Background: an optimization exercise with open tools, aiming at small area, a short achievable clock period and few clock cycles. Do not read the settings as production practice. Only simulation tests tie the RTL to the original design; equivalence was not proved.

==> flow/design.v <==
package matvec_pkg;
    typedef logic signed [14-1:0] elem_t;
    typedef logic signed [28-1:0] acc_t;
    typedef logic [$clog2(8*8)-1:0] w_addr_t;
    typedef logic [$clog2(8)-1:0] x_addr_t;
endpackage
`timescale 1ns/1ps
module coeff_memory #(
    parameter int DEPTH = 8
) (
    input  logic                     clk,
    input  logic                     wr_en,
    input  logic [$clog2(DEPTH)-1:0] addr,
    input  matvec_pkg::elem_t        data_in,
    output matvec_pkg::elem_t        data_out
);
    matvec_pkg::elem_t mem [DEPTH];
    always_ff @(posedge clk) begin
        data_out <= mem[addr];
        if (wr_en) begin
            mem[addr] <= data_in;
        end
    end
endmodule
`timescale 1ns/1ps
module pipe_multiplier #(
    parameter int STAGES = 3
) (
    input  logic              clk,
    input  matvec_pkg::elem_t a,
    input  matvec_pkg::elem_t b,
    output matvec_pkg::acc_t  product
);
    matvec_pkg::acc_t full_product;
    matvec_pkg::acc_t stage_q [STAGES];
    assign full_product = matvec_pkg::acc_t'(a) * matvec_pkg::acc_t'(b);
    always_ff @(posedge clk) begin
        stage_q[0] <= full_product;
        for (int i = 1; i < STAGES; i++) begin
            stage_q[i] <= stage_q[i-1];
        end
    end
    assign product = stage_q[STAGES-1];
endmodule
`timescale 1ns/1ps
module mac_datapath (
    input  logic                clk,
    input  logic                reset,
    input  matvec_pkg::elem_t   input_data,
    input  logic                w_wr_en,
    input  logic                x_wr_en,
    input  matvec_pkg::w_addr_t w_addr,
    input  matvec_pkg::x_addr_t x_addr,
    input  logic                rd_en,
    input  logic                row_first,
    input  logic                row_last,
    output logic                output_valid,
    input  logic                output_ready,
    output matvec_pkg::acc_t    output_data,
    output logic                result_taken
);
    localparam int LAT = 1 + 3;
    localparam matvec_pkg::acc_t ACC_MAX = {1'b0, {(28-1){1'b1}}};
    localparam matvec_pkg::acc_t ACC_MIN = {1'b1, {(28-1){1'b0}}};
    matvec_pkg::elem_t w_q;
    matvec_pkg::elem_t x_q;
    matvec_pkg::acc_t  product;
    matvec_pkg::acc_t  acc;
    matvec_pkg::acc_t  acc_next;
    logic [LAT-1:0]    vld_q;
    logic [LAT-1:0]    first_q;
    logic [LAT-1:0]    last_q;
    function automatic matvec_pkg::acc_t sat_add(input matvec_pkg::acc_t x,
                                                 input matvec_pkg::acc_t y);
        logic signed [28:0] wide;
        wide = {x[28-1], x} + {y[28-1], y};
        if (wide[28] != wide[28-1]) begin
            sat_add = wide[28] ? ACC_MIN : ACC_MAX;
        end else begin
            sat_add = wide[28-1:0];
        end
    endfunction
    coeff_memory #(.DEPTH(8 * 8)) u_w_mem (
        .clk      (clk),
        .wr_en    (w_wr_en),
        .addr     (w_addr),
        .data_in  (input_data),
        .data_out (w_q)
    );
    coeff_memory #(.DEPTH(8)) u_x_mem (
        .clk      (clk),
        .wr_en    (x_wr_en),
        .addr     (x_addr),
        .data_in  (input_data),
        .data_out (x_q)
    );
    pipe_multiplier #(.STAGES(3)) u_mult (
        .clk     (clk),
        .a       (w_q),
        .b       (x_q),
        .product (product)
    );
    always_ff @(posedge clk) begin
        if (reset) begin
            vld_q   <= '0;
            first_q <= '0;
            last_q  <= '0;
        end else begin
            vld_q   <= {vld_q[LAT-2:0], rd_en};
            first_q <= {first_q[LAT-2:0], row_first};
            last_q  <= {last_q[LAT-2:0], row_last};
        end
    end
    assign acc_next = first_q[LAT-1] ? product : sat_add(acc, product);
    always_ff @(posedge clk) begin
        if (vld_q[LAT-1]) begin
            acc <= acc_next;
        end
        if (vld_q[LAT-1] && last_q[LAT-1]) begin
            output_data <= acc_next;    
        end
    end
    always_ff @(posedge clk) begin
        if (reset) begin
            output_valid <= 1'b0;
        end else if (vld_q[LAT-1] && last_q[LAT-1]) begin
            output_valid <= 1'b1;
        end else if (result_taken) begin
            output_valid <= 1'b0;
        end
    end
    assign result_taken = output_valid && output_ready;
endmodule
`timescale 1ns/1ps
module matvec_control (
    input  logic                clk,
    input  logic                reset,
    input  logic                input_valid,
    input  logic                new_matrix,
    output logic                input_ready,
    input  logic                result_taken,
    output logic                w_wr_en,
    output logic                x_wr_en,
    output matvec_pkg::w_addr_t w_addr,
    output matvec_pkg::x_addr_t x_addr,
    output logic                rd_en,
    output logic                row_first,
    output logic                row_last
);
    localparam matvec_pkg::x_addr_t LAST_IDX  = matvec_pkg::x_addr_t'(8 - 1);
    localparam matvec_pkg::w_addr_t LAST_ELEM =
        matvec_pkg::w_addr_t'(8 * 8 - 1);
    typedef enum logic [1:0] {
        ST_LOAD_W,
        ST_LOAD_X,
        ST_ISSUE,
        ST_WAIT
    } state_t;
    state_t              state;
    matvec_pkg::w_addr_t elem_cnt;      
    matvec_pkg::x_addr_t col;           
    matvec_pkg::x_addr_t row;           
    logic                accept;
    logic                matrix_word;
    always_comb begin
        input_ready = (state == ST_LOAD_W) || (state == ST_LOAD_X);
        accept      = input_valid && input_ready;
        matrix_word = (state == ST_LOAD_W) && ((elem_cnt != '0) || new_matrix);
        w_wr_en = accept && matrix_word;
        x_wr_en = accept && !matrix_word;
        w_addr = (state == ST_LOAD_W) ? elem_cnt : {row, col};
        x_addr = col;
        rd_en     = (state == ST_ISSUE);
        row_first = rd_en && (col == '0);
        row_last  = rd_en && (col == LAST_IDX);
    end
    always_ff @(posedge clk) begin
        if (reset) begin
            state    <= ST_LOAD_W;
            elem_cnt <= '0;
            col      <= '0;
            row      <= '0;
        end else begin
            case (state)
                ST_LOAD_W: begin
                    if (accept) begin
                        if (matrix_word) begin
                            elem_cnt <= elem_cnt + 1'b1;    
                            if (elem_cnt == LAST_ELEM) begin
                                state <= ST_LOAD_X;
                            end
                        end else begin
                            col   <= col + 1'b1;
                            state <= ST_LOAD_X;
                        end
                    end
                end
                ST_LOAD_X: begin
                    if (accept) begin
                        col <= col + 1'b1;
                        if (col == LAST_IDX) begin
                            state <= ST_ISSUE;    
                        end
                    end
                end
                ST_ISSUE: begin
                    col <= col + 1'b1;
                    if (col == LAST_IDX) begin
                        state <= ST_WAIT;
                    end
                end
                ST_WAIT: begin
                    if (result_taken) begin
                        row <= row + 1'b1;
                        if (row == LAST_IDX) begin
                            state <= ST_LOAD_W;    
                        end else begin
                            state <= ST_ISSUE;
                        end
                    end
                end
                default: begin
                    state <= ST_LOAD_W;
                end
            endcase
        end
    end
endmodule
`timescale 1ns/1ps
module matvec_top (
    input  logic               clk,
    input  logic               reset,
    input  logic               input_valid,
    output logic               input_ready,
    input  matvec_pkg::elem_t  input_data,
    input  logic               new_matrix,
    output logic               output_valid,
    input  logic               output_ready,
    output matvec_pkg::acc_t   output_data
);
    logic                w_wr_en;
    logic                x_wr_en;
    matvec_pkg::w_addr_t w_addr;
    matvec_pkg::x_addr_t x_addr;
    logic                rd_en;
    logic                row_first;
    logic                row_last;
    logic                result_taken;    
    matvec_control u_control (
        .clk          (clk),
        .reset        (reset),
        .input_valid  (input_valid),
        .new_matrix   (new_matrix),
        .input_ready  (input_ready),
        .result_taken (result_taken),
        .w_wr_en      (w_wr_en),
        .x_wr_en      (x_wr_en),
        .w_addr       (w_addr),
        .x_addr       (x_addr),
        .rd_en        (rd_en),
        .row_first    (row_first),
        .row_last     (row_last)
    );
    mac_datapath u_datapath (
        .clk          (clk),
        .reset        (reset),
        .input_data   (input_data),
        .w_wr_en      (w_wr_en),
        .x_wr_en      (x_wr_en),
        .w_addr       (w_addr),
        .x_addr       (x_addr),
        .rd_en        (rd_en),
        .row_first    (row_first),
        .row_last     (row_last),
        .output_valid (output_valid),
        .output_ready (output_ready),
        .output_data  (output_data),
        .result_taken (result_taken)
    );
endmodule
==> flow/run.sh <==
#!/bin/bash
# synth_recipe.tcl (not shown) runs the flow's synth.tcl, then flattens the netlist and writes it again
# the make line also repeats each setting of config.mk as NAME=value (left out here)
make -C /OpenROAD-flow-scripts/flow DESIGN_CONFIG=/design/flow/config.mk WORK_HOME=/design/flow/orfs CLKGATE_MAP_FILE= SYNTH_SCRIPT=/design/flow/synth_recipe.tcl finish
==> flow/config.mk <==
export PLATFORM = sky130hd
export DESIGN_NAME = matvec_top
export DESIGN_NICKNAME = matvec_top
export VERILOG_FILES = /design/flow/design.v
export SDC_FILE = /design/flow/constraint.sdc
export NUM_CORES = 4
export LEC_CHECK = 0
export CAP_MARGIN = 20
export CORE_MARGIN = 2
export CORE_UTILIZATION = 40
export SLEW_MARGIN = 20
==> flow/constraint.sdc <==
create_clock -name core_clock -period 8.0 [get_ports {clk}]
set_input_delay 1.6000 -clock core_clock [delete_from_list [all_inputs] [get_ports {clk}]]
set_output_delay 1.6000 -clock core_clock [all_outputs]
set_load 0.01 [all_outputs]
==> summary.txt, run 1 <==
Outcome
  – Status: complete, no violations

Synthesis
  – FF+latch count, synth: 1,203
  – Yosys cell types: 78
  – Mapped cell area: 51,720 um^2
  – Dominant cells by area after synthesis: edfxtp_1 62%, fa_1 7.6%, dfxtp_1 5.4%, a22oi_1 4.1%, ha_1 2.5%
  – Share of the synthesized area in the top cell type: 61.78%
  – Ys Warns: 6
  – Synth Instances: 3,497
  – Sequential share of the synthesized area: 67.16%
  – Async set or reset register ratio after synthesis: 0%
  – Synth Area per Inst: 14.79 um^2
  – EDFF count, synth: 1,064
  – Main flop type after synthesis: edfxtp_1
  – Synth area leader: edfxtp_1
  – Syn_nets: 3,814

STA
  – Slew of the pin with the lowest slew margin: 1142 ps
  – Final hold vios: 0
  – Final WS setup: 1614 ps
  – Final setup viols: 0
  – Fmax: 0.1566 GHz
  – RSZ-0062 raised after global routing: false
  – Max_slew headroom: 23.19%
  – Sum Neg Setup Slack: 0 ps
  – Tcrit/Tclk final: 79.83%
  – Max Transition Viols Final: 0
  – Final Skew: 70.39 ps
  – Post-route minimum period: 6386 ps

Global routing
  – Vias in the first global route: 30,383
  – Largest net degree at the start of global routing: 77
  – All-Layer GR Usage: 20.50%
  – Initial antenna violation count: 3
  – Gr ovfl total: 0
  – First-pass GRT wire length: 200,500 um

Route
  – DR pass1 iterations: 5
  – Drt wl/cell: 24.88 um
  – Vias: 30,241
  – Post-DR vias/cell: 5.558
  – DRC Markers: 0
  – DRT iter0 DRCs: 3,105
  – Final wirelength: 135,400 um
  – Antenna-violating nets left: 0

Setup path
  – Setup crit end kind: register
  – Worst path buffer plus inverter count: 6
  – CP delay by family, top: adder cells
  – R2R depth: 22
  – CP Depth: 22
  – CP cell instances: and2_1 -> fa_1 -> inv_1 -> fa_1 -> inv_1 -> fa_1 -> inv_1 -> fa_1 -> inv_1 -> fa_1 -> inv_1 -> fa_1 -> inv_1 -> ha_1 -> or4_1 -> o22ai_1 -> o22ai_1 -> a21oi_1 -> a211oi_1 -> o31ai_1 -> o21ai_1 -> xnor2_1
  – Startpoint Class: register
  – Largest stage delay on the critical path: 530 ps
  – CP arrival: 6950 ps
  – Worst Path Required: 8560 ps
  – CP max FO: 14
  – WS Path Type: register to register
  – CP max-delay cell: fa_1
  – R2R setup slack: 1610 ps

Floorplan
  – Die ar.: 132,200 um^2
  – Die width: 363.6 um
  – Core area: 128,000 um^2
  – Die Y: 363.6 um
  – Rows: 131
  – Ports: 49
  – Starting density of the core: 40.40%

Layout
  – Area Overhead vs Synth: 13.28%
  – Final net count: 3,927
  – Post-Layout Inst Area: 58,590 um^2
  – Share of layout cells above drive strength 1: 10.40%
  – Most frequent cells in the layout: 1,064 x edfxtp_1, 284 x a22oi_1, 261 x nand2_1, 253 x inv_1, 196 x fa_1
  – Most common cell after layout, fill and taps aside: edfxtp_1
  – Post-route insts no fill: 5,441
  – Fill count: 11,206

Place
  – Dpl cells: 5,219
  – Post-Place Worst Slack: 1636 ps
  – Gpl congestion: 0.8468
  – Area post-placement: 54,640 um^2
  – IO Port Bufs: 48
  – DPL Wire Length: 80,170 um

Clock tree
  – CTS buffer count: 118
  – Root Driver: clkbuf_16
  – CTS clk-pin slew, worst paths: 60 ps
  – CTS resizes: 0
  – CTS tree: built
  – Later-pin clock latency in the skew report: 760 ps
  – Cts hold-fix bufs: 0
  – CTS Sinks: 1,203
  – Clock Path Buffers: 3
  – # Post-CTS Setup Buffers: 0
  – H-tree depth: 3

Hold path
  – Cells on Worst Hold Path: 0
  – Hold/Removal Path Class: register to register

Flow run
  – Max-Cap Viols: 0
-- path summary, 6_finish.rpt --
path / startpoint / endpoint
max reg2reg: u_datapath.u_w_mem.data_out[7] / u_datapath.u_mult.stage_q[0][27]
max: u_datapath.u_w_mem.data_out[7] / u_datapath.u_mult.stage_q[0][27]
min: u_datapath.u_mult.stage_q[1][23] / u_datapath.u_mult.stage_q[2][23]
min reg2reg: u_datapath.u_mult.stage_q[1][23] / u_datapath.u_mult.stage_q[2][23]
-- stage by stage --
step / hold WS, ps / util [%]
5_1_grt: 310.9 / 45.76
4_1_cts: 308.4 / 45.76
6_report: 308.1 / 45.77
3_5_place_dp: 312.1 / 42.68
3_3_place_gp: 309.6 / 42.68
2_1_floorplan: 309.6 / -
-- worst reg2reg max path: stages (launching register included) --
cell	delay (ps)
dfxtp_1	480
and2_1	270
fa_1	530
inv_1	50
fa_1	470
inv_1	50
fa_1	490
inv_1	50
fa_1	530
inv_1	50
fa_1	470
inv_1	50
fa_1	470
inv_1	40
ha_1	220
or4_1	520
o22ai_1	270
o22ai_1	200
a21oi_1	300
a211oi_1	150
o31ai_1	290
o21ai_1	120
xnor2_1	130
-- cells in the mapped netlist, types with 10 or more instances --
| master | instances |
|---|---|
| mux4_2 | 12 |
| o21ai_0 | 43 |
| clkbuf_1 | 102 |
| a31oi_1 | 54 |
| a22o_1 | 49 |
| nor2_1 | 146 |
| fa_1 | 196 |
| mux2_2 | 11 |
| xor2_1 | 16 |
| dfxtp_1 | 139 |
| edfxtp_1 | 1064 |
| a41oi_1 | 44 |
| a21oi_1 | 120 |
| a21o_1 | 17 |
| o21a_1 | 13 |
| mux2i_1 | 22 |
| xnor2_1 | 41 |
| inv_1 | 253 |
| a221oi_1 | 61 |
| nand2b_1 | 10 |
| and2_1 | 106 |
| a222oi_1 | 15 |
| nor3_1 | 16 |
| ha_1 | 102 |
| buf_1 | 12 |
| a22oi_1 | 284 |
| nand3_1 | 27 |
| nor4_1 | 20 |
| nand2_1 | 261 |
| buf_2 | 50 |
| o21ai_1 | 37 |
| nor2b_1 | 14 |
-- flip-flops by register name (all words and copies together), names as in the netlist, 6 cells and up --
signal,cells
u_datapath.u_w_mem.mem,896
u_datapath.u_x_mem.mem,112
u_datapath.u_mult.stage_q,84
u_datapath.acc,28
u_datapath.output_data,28
u_datapath.u_w_mem.data_out,14
u_datapath.u_x_mem.data_out,14
u_control.elem_cnt,6
-- layer usage --
layer | up-vias | routed length (um) | global-route usage (%)
li1 | 13398 | - | -
met1 | 15438 | 55180 | 26.75
met2 | 1152 | 65770 | 34.67
met3 | 249 | 9602 | 3.318
met4 | 4 | 4796 | 7.298
met5 | - | 27 | 0
-- final cells by class --
class / count / area (um^2) / share of cell area, %
sequential: 1203 / 34730 / 59.29
timing repair buffer: 170 / 1414 / 2.413
inverter: 255 / 957.2 / 1.634
multi-input combinational: 1862 / 15370 / 26.23
tap: 1729 / 2163 / 3.693
antenna: 1 / 2.502 / 0.004271
clock buffer: 150 / 3286 / 5.608
clock inverter: 71 / 659.4 / 1.125
-- kinds of logic after synthesis --
group           after synthesis  synth area share [%]
compound gates              820                 11.46
xor+xnor                     57                0.9653
fa+ha+maj                   299                 10.07
buf+inv                     432                 3.375
flops                      1203                 67.16
mux                          46                 1.214
simple gates                640                 5.758
Testbench counts, summed over its fixed seeds: cycles 25,344.
==> run 2, diff against run 1 <==
==> flow/design.v (replaced) <==
package matvec_pkg;
    typedef logic signed [14-1:0] elem_t;
    typedef logic signed [28-1:0] acc_t;
    typedef logic [$clog2(8*8)-1:0] w_addr_t;
    typedef logic [$clog2(8)-1:0] x_addr_t;
endpackage
`timescale 1ns/1ps
module matvec_top (
    input  logic               clk,
    input  logic               reset,
    input  logic               input_valid,
    output logic               input_ready,
    input  matvec_pkg::elem_t  input_data,
    input  logic               new_matrix,
    output logic               output_valid,
    input  logic               output_ready,
    output matvec_pkg::acc_t   output_data
);
    localparam int N  = 8;
    localparam int IW = 14;
    localparam int AW = 28;
    localparam int D  = 12;             
    localparam logic [AW-1:0] ACC_MAX = {1'b0, {(AW-1){1'b1}}};
    localparam logic [AW-1:0] ACC_MIN = {1'b1, {(AW-1){1'b0}}};
    logic [2:0] ph;        
    logic [2:0] col;       
    logic [2:0] row;       
    logic [1:0] mode;      
    logic [4:0] owed;      
    logic       accept;
    logic       x_word;
    logic       mat_word;
    logic       last_x;
    assign x_word   = (mode == 2'd2) || ((mode == 2'd0) && !new_matrix);
    assign mat_word = (mode == 2'd1) || ((mode == 2'd0) && new_matrix);
    assign input_ready = (ph == col) &&
                         !((mode == 2'd2) && (col == 3'd7) && (owed > 5'(D - N)));
    assign accept = input_valid && input_ready && !reset;
    assign last_x = accept && (mode == 2'd2) && (col == 3'd7);
    always_ff @(posedge clk) begin
        if (reset) begin
            ph   <= '0;
            col  <= '0;
            row  <= '0;
            mode <= 2'd0;
        end else begin
            ph <= ph + 3'd1;
            if (accept) begin
                col <= col + 3'd1;
                case (mode)
                    2'd0: mode <= new_matrix ? 2'd1 : 2'd2;
                    2'd1: begin
                        if (col == 3'd7) begin
                            row <= row + 3'd1;
                            if (row == 3'd7) mode <= 2'd2;
                        end
                    end
                    default: begin
                        if (col == 3'd7) mode <= 2'd0;
                    end
                endcase
            end
        end
    end
    logic [N-1:0][N-1:0][IW-1:0] ring;
    for (genvar r = 0; r < N; r++) begin : g_ring
        always_ff @(posedge clk) begin
            for (int k = 0; k < N - 1; k++) ring[r][k] <= ring[r][k+1];
            if (accept && mat_word && (row == 3'(r))) ring[r][N-1] <= input_data;
            else                                      ring[r][N-1] <= ring[r][0];
        end
    end
    logic [N-1:0][IW-1:0] xd;
    logic [N+1:0]         fl;      
    logic [N+1:0]         ll;      
    always_ff @(posedge clk) begin
        xd[0] <= (accept && x_word) ? input_data : '0;
        for (int k = 1; k < N; k++) xd[k] <= xd[k-1];
    end
    always_ff @(posedge clk) begin
        if (reset) begin
            fl <= '0;
            ll <= '0;
        end else begin
            fl <= {fl[N:0], accept && x_word && (col == 3'd0)};
            ll <= {ll[N:0], last_x};
        end
    end
    logic [N-1:0][AW-1:0] acc;
    logic [N-1:0][AW-1:0] push_terms;
    function automatic logic [AW-1:0] sat_add(input logic [AW-1:0] a, input logic [AW-1:0] b);
        logic [AW:0] wide;
        wide = {a[AW-1], a} + {b[AW-1], b};
        if (wide[AW] != wide[AW-1]) sat_add = wide[AW] ? ACC_MIN : ACC_MAX;
        else                        sat_add = wide[AW-1:0];
    endfunction
    for (genvar r = 0; r < N; r++) begin : g_row
        logic signed [AW-1:0] prod_q;
        logic signed [IW-1:0] w;
        logic signed [IW-1:0] x;
        assign w = ring[r][N-1-r];
        assign x = xd[r];
        always_ff @(posedge clk) begin
            prod_q <= AW'(w) * AW'(x);
            acc[r] <= fl[r+1] ? prod_q : sat_add(acc[r], prod_q);
        end
        assign push_terms[r] = ll[r+2] ? acc[r] : '0;
    end
    logic [D-1:0][AW-1:0] fq;
    logic [3:0]           cnt;
    logic                 push;
    logic                 pop;
    logic [AW-1:0]        din;
    logic [3:0]           wpos;
    always_comb begin
        din = '0;
        for (int r = 0; r < N; r++) din = din | push_terms[r];
    end
    assign push = |ll[N+1:2];
    assign pop  = output_valid && output_ready;
    assign wpos = pop ? cnt - 4'd1 : cnt;
    always_ff @(posedge clk) begin
        for (int i = 0; i < D; i++) begin
            if (push && (wpos == 4'(i)))  fq[i] <= din;
            else if (pop && (i < D - 1)) fq[i] <= fq[(i < D - 1) ? i + 1 : i];
        end
    end
    always_ff @(posedge clk) begin
        if (reset) begin
            cnt  <= '0;
            owed <= '0;
        end else begin
            cnt  <= cnt + 4'(push) - 4'(pop);
            owed <= owed + (last_x ? 5'd8 : 5'd0) - 5'(pop);
        end
    end
    assign output_valid = (cnt != 4'd0);
    assign output_data  = fq[0];
endmodule
==> summary.txt, run 2 <==
Synthesis
  – Syn_nets: 14,400 (+280%)
  – Sequential share of the synthesized area: 32.82% (-34 points)
  – Post-synthesis compound-gate area fraction: 9.503% (-2.0 points)
  – Mapped cell area: 121,900 um^2 (+140%)
  – Dominant cells by area after synthesis: fa_1 26%, dfxtp_1 25%, edfxtp_1 8.3%, ha_1 8.0%, inv_1 6.0%
  – FF+latch count, synth: 1,831 (+52%)
  – Adder and majority gate portion of the synthesized area: 33.89% (+24 points)
  – EDFF count, synth: 336 (-68%)
  – Async set or reset register ratio after synthesis: 0% (unchanged)
  – Largest family of logic cells by synthesized area: adder cells
  – Synth Area per Inst: 10.14 um^2 (-31%)
  – Yosys cell types: 96 (+23%)
  – Ys Warns: 1 (-5)
  – Synth area leader: fa_1
  – Share of the synthesized area in the top cell type: 25.78% (-36 points)
  – Synth cell count leaders: 1,936 x inv_1, 1,570 x fa_1, 1,495 x dfxtp_1, 1,100 x nand2_1, 849 x and2_1
  – XOR/XNOR Fraction of Synth Area: 3.045% (+2.1 points)
  – Main flop type after synthesis: dfxtp_1
  – Synth Instances: 12,028 (+240%)
  – Top-count cell post-synth: inv_1
  – Mux cell area share after synthesis: 1.213% (-0.0016 points)
  – Simple-gate area share of the yosys netlist: 11.95% (+6.2 points)

STA
  – Final WS setup: 1038 ps (-575.8 ps)
  – Max_slew headroom: 28.60% (+5.4 points)
  – Final hold vios: 0 (unchanged)
  – Final Skew: 117.7 ps (+47.27 ps)
  – Post-route minimum period: 6962 ps (+575.8 ps)
  – Sum Neg Setup Slack: 0 ps (unchanged)
  – Slew of the pin with the lowest slew margin: 1068 ps (-73.26 ps)
  – RSZ-0062 raised after global routing: false
  – Max Transition Viols Final: 0 (unchanged)
  – Final setup viols: 0 (unchanged)
  – Fmax: 0.1436 GHz (-8.3%)
  – Hold WS: 275.0 ps (-33.14 ps)
  – Tcrit/Tclk final: 87.03% (+7.2 points)

Layout
  – Most frequent cells in the layout: 1,936 x inv_1, 1,570 x fa_1, 1,491 x dfxtp_1, 1,097 x nand2_1, 849 x and2_1
  – Top Registers: ring (896), fq (336)
  – FF+latch area: 40,030 um^2 (+15%)
  – Fill count: 28,770 (+160%)
  – Share of layout cells above drive strength 1: 5.250% (-5.2 points)
  – Area Overhead vs Synth: 9.068%
  – Final net count: 14,254 (+260%)
  – Post-route insts no fill: 16,039 (+190%)
  – Multi-input logic area: 72,790 um^2 (+370%)
  – Biggest register: ring
  – Most common cell after layout, fill and taps aside: inv_1
  – Max reg flops: 896 (unchanged)

Global routing
  – All-Layer GR Usage: 19.25% (-1.3 points)
  – Gr ovfl total: 0 (unchanged)
  – Largest net degree at the start of global routing: 58 (-25%)
  – First-pass GRT wire length: 464,600 um (+130%)
  – Initial antenna violation count: 24 (+21)
  – Vias in the first global route: 80,630 (+170%)

Setup path
  – R2r endpoint: g_row[3].prod_q[27]
  – CP arrival: 7780 ps (+830 ps)
  – Origin of the worst setup path: xd[44]
  – Worst Setup EP: g_row[3].prod_q[27]
  – Worst r2r src: xd[44]
  – CP max FO: 15 (+1)
  – R2R setup slack: 1040 ps (-580 ps)
  – WS Path Type: register to register
  – R2R depth: 24 (+9.1%)
  – Startpoint Class: register
  – Worst Path Required: 8820 ps (+260 ps)
  – Setup crit end kind: register

Route
  – DR pass1 iterations: 6 (+1)
  – Antenna-violating nets left: 0 (unchanged)
  – Post-DR vias/cell: 4.942 (-11%)
  – DRT iter0 DRCs: 5,034 (+62%)
  – Vias: 79,272 (+160%)
  – Drt wl/cell: 18.19 um (-27%)
  – Final wirelength: 291,700 um (+120%)
  – DRC Markers: 0 (unchanged)

Clock tree
  – CTS clk-pin slew, worst paths: 70 ps (about the same)
  – CTS resizes: 0 (unchanged)
  – # Post-CTS Setup Buffers: 0 (unchanged)
  – Root Driver: clkbuf_16
  – CTS tree: built
  – Later-pin clock latency in the skew report: 930 ps (+170 ps)
  – H-tree depth: 4 (+1)
  – CTS Sinks: 1,831 (+52%)
  – Cts hold-fix bufs: 0 (unchanged)
  – CTS buffer count: 196 (+66%)
  – Clock Path Buffers: 4 (+1)

Floorplan
  – Die width: 556.1 um (+53%)
  – Die Y: 556.1 um (+53%)
  – Ports: 49 (unchanged)
  – Die ar.: 309,300 um^2 (+130%)
  – Core area: 303,000 um^2 (+140%)
  – Starting density of the core: 40.24% (-0.16 points)
  – Rows: 202 (+54%)

Place
  – DPL Wire Length: 225,600 um (+180%)
  – Gpl congestion: 0.9256 (+9.3%)
  – Post-Place Worst Slack: 1076 ps (-559.2 ps)
  – Dpl cells: 15,660 (+200%)
  – IO Port Bufs: 48 (unchanged)

Hold path
  – Hold/Removal Path Class: register to register

Outcome
  – Status: complete, no violations

Flow run
  – Max-Cap Viols: 0 (unchanged)
run 2: cells by family after synthesis:
| logic type | count (synthesis) |
|---|---|
| AOI/OAI and AO/OA | 1861 |
| and+or+nand+nor | 2992 |
| muxes | 133 |
| adders and majority gates | 2363 |
| xor gates and xnor gates | 424 |
| buffers and inverters | 2424 |
| DFF | 1831 |
run 2: area by class of cell:
type	instances	share of cell area (%)
diodes	22	0.04139
clock buffers	256	4.162
clock inverters	99	0.8956
inverters	1940	5.475
multi-input cells	7773	54.73
flip-flops and latches	1831	30.10
well taps	3978	3.742
repair buffers	140	0.8580
run 2: stage by stage:
stage	util, %	area, um^2
finish	43.89	133000
global route	43.87	133000
CTS	43.85	132900
detailed placement	41.63	126200
global placement	41.62	126100
floorplan	-	121900
run 2: worst min path at each step:
stage / startpoint / endpoint / slack, ps / depth (start not counted)
after floorplan: ring[14] / ring[0] / 310 / 0
after global placement: ring[870] / ring[856] / 310 / 0
after detailed placement: ring[14] / ring[0] / 310 / 0
after CTS: ring[663] / ring[649] / 270 / 0
after global routing: ring[663] / ring[649] / 280 / 0
final: ring[663] / ring[649] / 280 / 0
run 2: per-layer routing:
metal / track usage (%) / vias to the layer above / part of all wire [%]
li1: - / 37944 / -
met2: 30.49 / 1740 / 44
met5: 0 / - / 0.016
met4: 5.691 / 6 / 3.2
met1: 27.09 / 39197 / 46
met3: 3.023 / 385 / 6.2
run 2: worst max-delay path, cell delays in order, from the launching register on:
cell       delay (ps)
dfxtp_1           510
and2_1            260
fa_1              540
inv_1              50
fa_1              470
inv_1              50
fa_1              500
inv_1              60
fa_1              530
inv_1              50
fa_1              470
inv_1              50
fa_1              470
inv_1              40
ha_1              190
a2111oi_0         520
o21a_1            240
o31ai_1           120
a21oi_1           330
a21oi_1           180
o41a_1            390
a211o_1           290
a31o_2            230
a21oi_1           170
xnor2_1           130
Testbench counts of run 2, summed over its fixed seeds: cycles 5,464.

-- what the ideal ports hide --
The results above use ideal ports. As a check the final layouts listed here were re-extracted and re-timed, cells and wires unchanged.
Step 1 sets driving cells, clkbuf_16 on the clock port and buf_2 on the other inputs (assumed; they add their load-dependent delay and slew).
Step 2 also shifts input and output timing later by t, the mid clock arrival at the registers, as if the neighbouring blocks saw the same clock.
Slacks: ideal ports / drivers / drivers and shift; pairs: ideal ports / drivers.
run	shift t [ns]	setup slack, ns	pins driven straight from the clock port
run 1	0.798	1.614 / 1.614 / 1.614	1
run 2	0.981	1.038 / 1.038 / 1.038	1
After both steps setup and hold are still met in every run listed.
